Source: an optimization exercise on an open RTL-to-GDS flow (aim: small area). Production flows keep margins and buffers that such runs may drop.
In this exercise RTL edits were held to simulation tests only and were not proved equivalent to the original.
Power and IR drop assume default switching activity.

==> flow/design.v, too long to show whole: its modules and the start of the top module <==
// module dru_fa: 4 lines
// module dru_ha: 4 lines
// module dru_gp: 4 lines
// module dru_g: 3 lines
// module decimal_rounding_unit_core: 1291 lines
module decimal_rounding_unit_core (
  input  logic        clk_i,
  input  logic        rst_ni,
  input  logic        start_i,
  output logic        busy_o,
  input  logic [50:0] in_i,
  output logic        done_o,
  output logic [48:0] result_o,
  input  logic        cfg_we_i,
  input  logic [2:0]  cfg_data_i
);
  // ...
==> flow/flow/run.sh <==
#!/bin/bash
# Standard ORFS layout (the standard.sh, unchanged synthesis), with the port buffers
# made of the smallest buffer cell, and a clock tree of clkbuf_8 cells with small sink clusters
# and no dummy clock loads. Tool output goes to standard_make.log and to ORFS's own logs.
set -euo pipefail
bash standard.sh "BUFFER_PORTS_ARGS=-buffer_cell sky130_fd_sc_hd__buf_1" \
  "CTS_ARGS=-sink_clustering_enable -repair_clock_nets -dont_use_dummy_load -buf_list sky130_fd_sc_hd__clkbuf_8 -sink_clustering_size 16 -sink_clustering_max_diameter 80" finish > standard_make.log 2>&1
==> flow/standard.sh <==
#!/bin/bash
# synth_recipe.tcl (not shown) runs the flow's synth.tcl, then flattens the netlist and writes it again
# the make line also repeats each setting of config.mk as NAME=value (left out here)
make -C /OpenROAD-flow-scripts/flow DESIGN_CONFIG=/design/flow/config.mk WORK_HOME=/design/flow/orfs CLKGATE_MAP_FILE= SYNTH_SCRIPT=/design/flow/synth_recipe.tcl "${@:-finish}"
==> flow/config.mk <==
export PLATFORM = sky130hd
export DESIGN_NAME = decimal_rounding_unit_core
export DESIGN_NICKNAME = decimal_rounding_unit_core
export VERILOG_FILES = /design/flow/design.v
export SDC_FILE = /design/flow/constraint.sdc
export NUM_CORES = 4
export LEC_CHECK = 0
export CAP_MARGIN = 20
export CORE_MARGIN = 2
export CORE_UTILIZATION = 40
export GPL_TIMING_DRIVEN = 0
export SETUP_SLACK_MARGIN = 0.3
export SLEW_MARGIN = 20
export SYNTH_HIERARCHICAL = 1
==> flow/constraint.sdc <==
create_clock -name core_clock -period 6.0 [get_ports {clk_i}]
set_input_delay 1.2000 -clock core_clock [delete_from_list [all_inputs] [get_ports {clk_i}]]
set_output_delay 1.2000 -clock core_clock [all_outputs]
set_load 0.01 [all_outputs]
==> flow_summary.toml, run 1 <==
[run_status]
run_status = "timing/DRC/antenna clean"

[die]
die_h_um = 212
start_util = 0.403
io_pins = 109
die_w_um = 212

[yosys]
yosysWarningCount = 7
synth_area_um2 = 17300

[sta]
holdWs_ps = 302
setup_violations = 0
timing.fmax_mhz = 178
finalClockSkew_ps = 90.1

[power_and_ir_drop]
power.switching_mw = 6.43

[critical_path]
reg2reg_depth = 20
cp-end-kind = "flip-flop"
crit_cells = 20
cp_data_arrival_time_ps = 6030
critPathLaunch = "vb_t[13]"
path_class = "reg -> reg"

[grt]
grt_use_met3 = 0.0472
grt_use_met2 = 0.438
grt_pass1_wl_um = 93300
grt.busiest_layer = "met2"
antenna_found_initial = 1

[cells_and_area]
n_all_inverters = 67
multi_input_area_um2 = 12700
seq_share = 0.229
final_cell_area_um2 = 19500
largest_registers = "va_v x48, vb_v x48, vd_hi x26"
layout_common_cells = "dfxtp_1, fa_1, a21o_1"
seq_cells = 220
num_antenna_cells = 1
seqCellArea_um2 = 4460

[place]
place_hpwl_um = 50800
place_area_um2 = 18500

[min_path]
holdPathStages = 0
hold-path-endpoint = "vb_v[13]"

[clock_network]
cts.sinks = 220
cts_tree = "built"

[run]
max_cap_viol_count = 0
==> inputs of run 2 (changes only) <==
--- a/flow/config.mk
+++ b/flow/config.mk
@@ -11,3 +11,3 @@
 export GPL_TIMING_DRIVEN = 0
-export SETUP_SLACK_MARGIN = 0.3
+export SETUP_SLACK_MARGIN = 0.2
 export SLEW_MARGIN = 20
==> run 2 against run 1 <==
Effect of this change:
- clock power barely moved
- core utilization fell by 0.27 points
- non-clock buffer count fell by 2
- fmax fell by 2.4%
- design area fell by 0.60%
- worst hold slack improved by 4.0 ps
- die area did not move
- via count fell by 1.2%
- critical path depth rose by 1
- critical path type unchanged
- highest routed layer unchanged
==> flow_summary.toml, run 2 <==
[sta]
rsz0062_at_grt = "true"
holdWs_ps = 306
max-slew-margin-rel = 0.296
finalClockSkew_ps = 88.2
timing.fmax_mhz = 174
hold_viol_final = 0
fin_setup_tns_ps = 0
setup_slack_ps = 257
maxSlewViolCount = 0
setup_violations = 0
period_share = 0.957
worst_pin_slew_ps = 1050
period_needed_ps = 5740

[cells_and_area]
seqCellArea_um2 = 4460
layout-drive-gt1-share = 0.106
final_common_cell = "dfxtp_1"
multi_input_area_um2 = 12600
syn_to_final_growth_pct = 11.9
largest_registers = "va_v x48, vb_v x48, vd_hi x26"
fillCellCount = 4189
final_nets = 2286
layout_common_cells = "dfxtp_1, fa_1, a21o_1"

[run]
max_cap_viol_count = 0

[critical_path]
reg2reg_to = "vd_xa[9]"
cp_data_arrival_time_ps = 6170
reg2reg_depth = 21
cp_top_family = "adder cells"
worstPathMaxFanout = 10
r2r-start = "vb_t[3]"
worstSetupStartpointType = "flip-flop"
crit_top_cell = "ha_1"
path_class = "reg -> reg"
max_stage_delay_ps = 500
path_buf_inv = 5
path_cells = "buf_2 > clkbuf_4 > buf_2 > clkbuf_4 > o21ai_0 > a31oi_1 > nor2_1 > o21ai_0 > a41oi_2 > nor4_2 > nand3_1 > o21ai_1 > ha_1 > ha_1 > inv_1 > ha_1 > nor2_1 > a21oi_2 > a221oi_1 > nor4b_2 > fa_1"
r2r_slack_ps = 260
required_ps = 6430
cp_slowest_cell = "nor4_2"
cp-end-kind = "flip-flop"

[clock_network]
cts_buffers = 21
htreeDepth = 1
root_buffer = "clkbuf_8"
clk_path_buf_depth = 3
clk_latency_ps = 580
cts.clk_slew.worst_paths_ps = 100
cts_tree = "built"
cts.sinks = 220

[yosys]
synth_area_um2 = 17300
yosysWarningCount = 7
synthCells = 1780
avgSynthCellArea_um2 = 9.71

[power_and_ir_drop]
power.total_mw = 12.4
powerDensity_nw_per_um2 = 639
peakVddDrop_mv = 0.616
leakagePower_nw = 8.54

[route]
met1_length_um = 27500
routed-wl-met2_um = 28100
vias = 14796
drt-pass1-iter-count = 5
remaining_drc_errors = 0
first_iter_violations = 1293
routedWlPerCell_um = 25.1
ant_nets = 0
route.top_layer_used = "met4"
wirelength_um = 63100
wl_met3_um = 4970
vias_per_cell = 5.88

[run_status]
run_status = "timing/DRC/antenna clean"

[die]
rows = 76
start_util = 0.403
die_w_um = 212
core_um2 = 42900
die-area_um2 = 44900
die_h_um = 212
io_pins = 109

[grt]
overflow = 0
antenna_found_initial = 1
grt_max_degree = 17
track_usage = 0.279
grt_pass1_wl_um = 93000
grt_pass1_vias = 14730

[place]
io_buffers = 106
pre_cts_slack_ps = -840
globalplace.congestion = 1.01
place_hpwl_um = 50800

[min_path]
holdCritStartpoint = "vb_v[28]"
hold-path-endpoint = "vd_hi[6]"
min_path_type = "reg -> reg"
holdPathStages = 0
==> run 2: what timing repair did <==
item,in CTS,in global routing
pin swaps,2,6
hold buffers,0,0
buffers inserted,0,7
endpoints found under the setup margin,96,83
gates resized for setup,85,130
==> run 2: worst max-delay path by stage <==
stage,from,end,cells past startpoint
global placement,vb_t[4],vd_xa[9],21
floorplan,in_i[48],va_s1[14],14
finish,vb_t[3],vd_xa[9],21
detailed placement,vb_t[4],vd_xa[9],20
CTS,vb_t[5],vd_xa[9],21
global route,vb_t[3],vd_xa[9],21
==> run 2: stage by stage <==
stage	instance area (um2)	instances	util
floorplan	17400	1798	-
global placement	18500	2489	0.431
detailed placement	18500	2489	0.431
CTS	19000	2509	0.443
global route	19400	2514	0.451
finish	19400	2515	0.451
==> run 2: worst reg2reg max path, cell delays in order, from the launching register on <==
cell	delay (ps)
dfxtp_1	310
buf_2	230
clkbuf_4	280
buf_2	280
clkbuf_4	290
o21ai_0	120
a31oi_1	170
nor2_1	50
o21ai_0	270
a41oi_2	240
nor4_2	500
nand3_1	150
o21ai_1	140
ha_1	210
ha_1	290
inv_1	150
ha_1	370
nor2_1	150
a21oi_2	280
a221oi_1	160
nor4b_2	470
fa_1	500
==> run 2: power breakdown <==
group,switching [mW],internal [mW]
Clock,0.469,0.311
Sequential,0.321,1.90
Combinational,5.63,3.74
Total,6.42,5.95
==> run 2: area by class of cell <==
type	instances	area share
antenna	1	0.000129
sequential	220	0.230
tap	585	0.0378
clock buffer	21	0.0149
timing repair buffer	113	0.0239
buffer	96	0.0277
inverter	67	0.0138
multi-input combinational	1412	0.651
==> run 2: metal layers <==
metal  vias up  global-route usage
met3       169              0.0449
li1       6578                   -
met4         0              0.0998
met1      7318               0.392
met2       731               0.436
met5         -                   0

port drivers added, routing unchanged:
How much do the figures lean on ideal ports? The routed layouts below were timed once more, with nothing changed but the port constraints.
Step 1 (the two cells are an assumption about what drives the block):
set clk [get_ports {clk_i}]
set_driving_cell -lib_cell sky130_fd_sc_hd__clkbuf_16 $clk
set_driving_cell -lib_cell sky130_fd_sc_hd__buf_2 [delete_from_list [all_inputs] $clk]
Step 2 moves the port delays by t, midway between the first and last clock arrival at a register: inputs arrive t later, outputs are due t later. That takes back most of the time a late clock gives input paths.
Slacks: ideal / step 1 / step 2; pairs: ideal / step 1.
run | t (ns) | slack for setup (ns) | latest minus earliest clock arrival (ns) | slew at the worst register clock pin (ns) | worst data-port slew with drivers (ns)
run 1 | 0.587 | 0.392 / 0.392 / 0.007 | 0.090 / 0.090 | 0.10 / 0.10 | 0.05
run 2 | 0.591 | 0.257 / 0.257 / -0.145 | 0.088 / 0.088 | 0.10 / 0.10 | 0.05
Met with ideal ports but missed after step 2: setup timing in run 2. For run 2, which loses most, drivers alone change the setup slack by 0.000 ns; drivers and shift together by -0.402 ns.
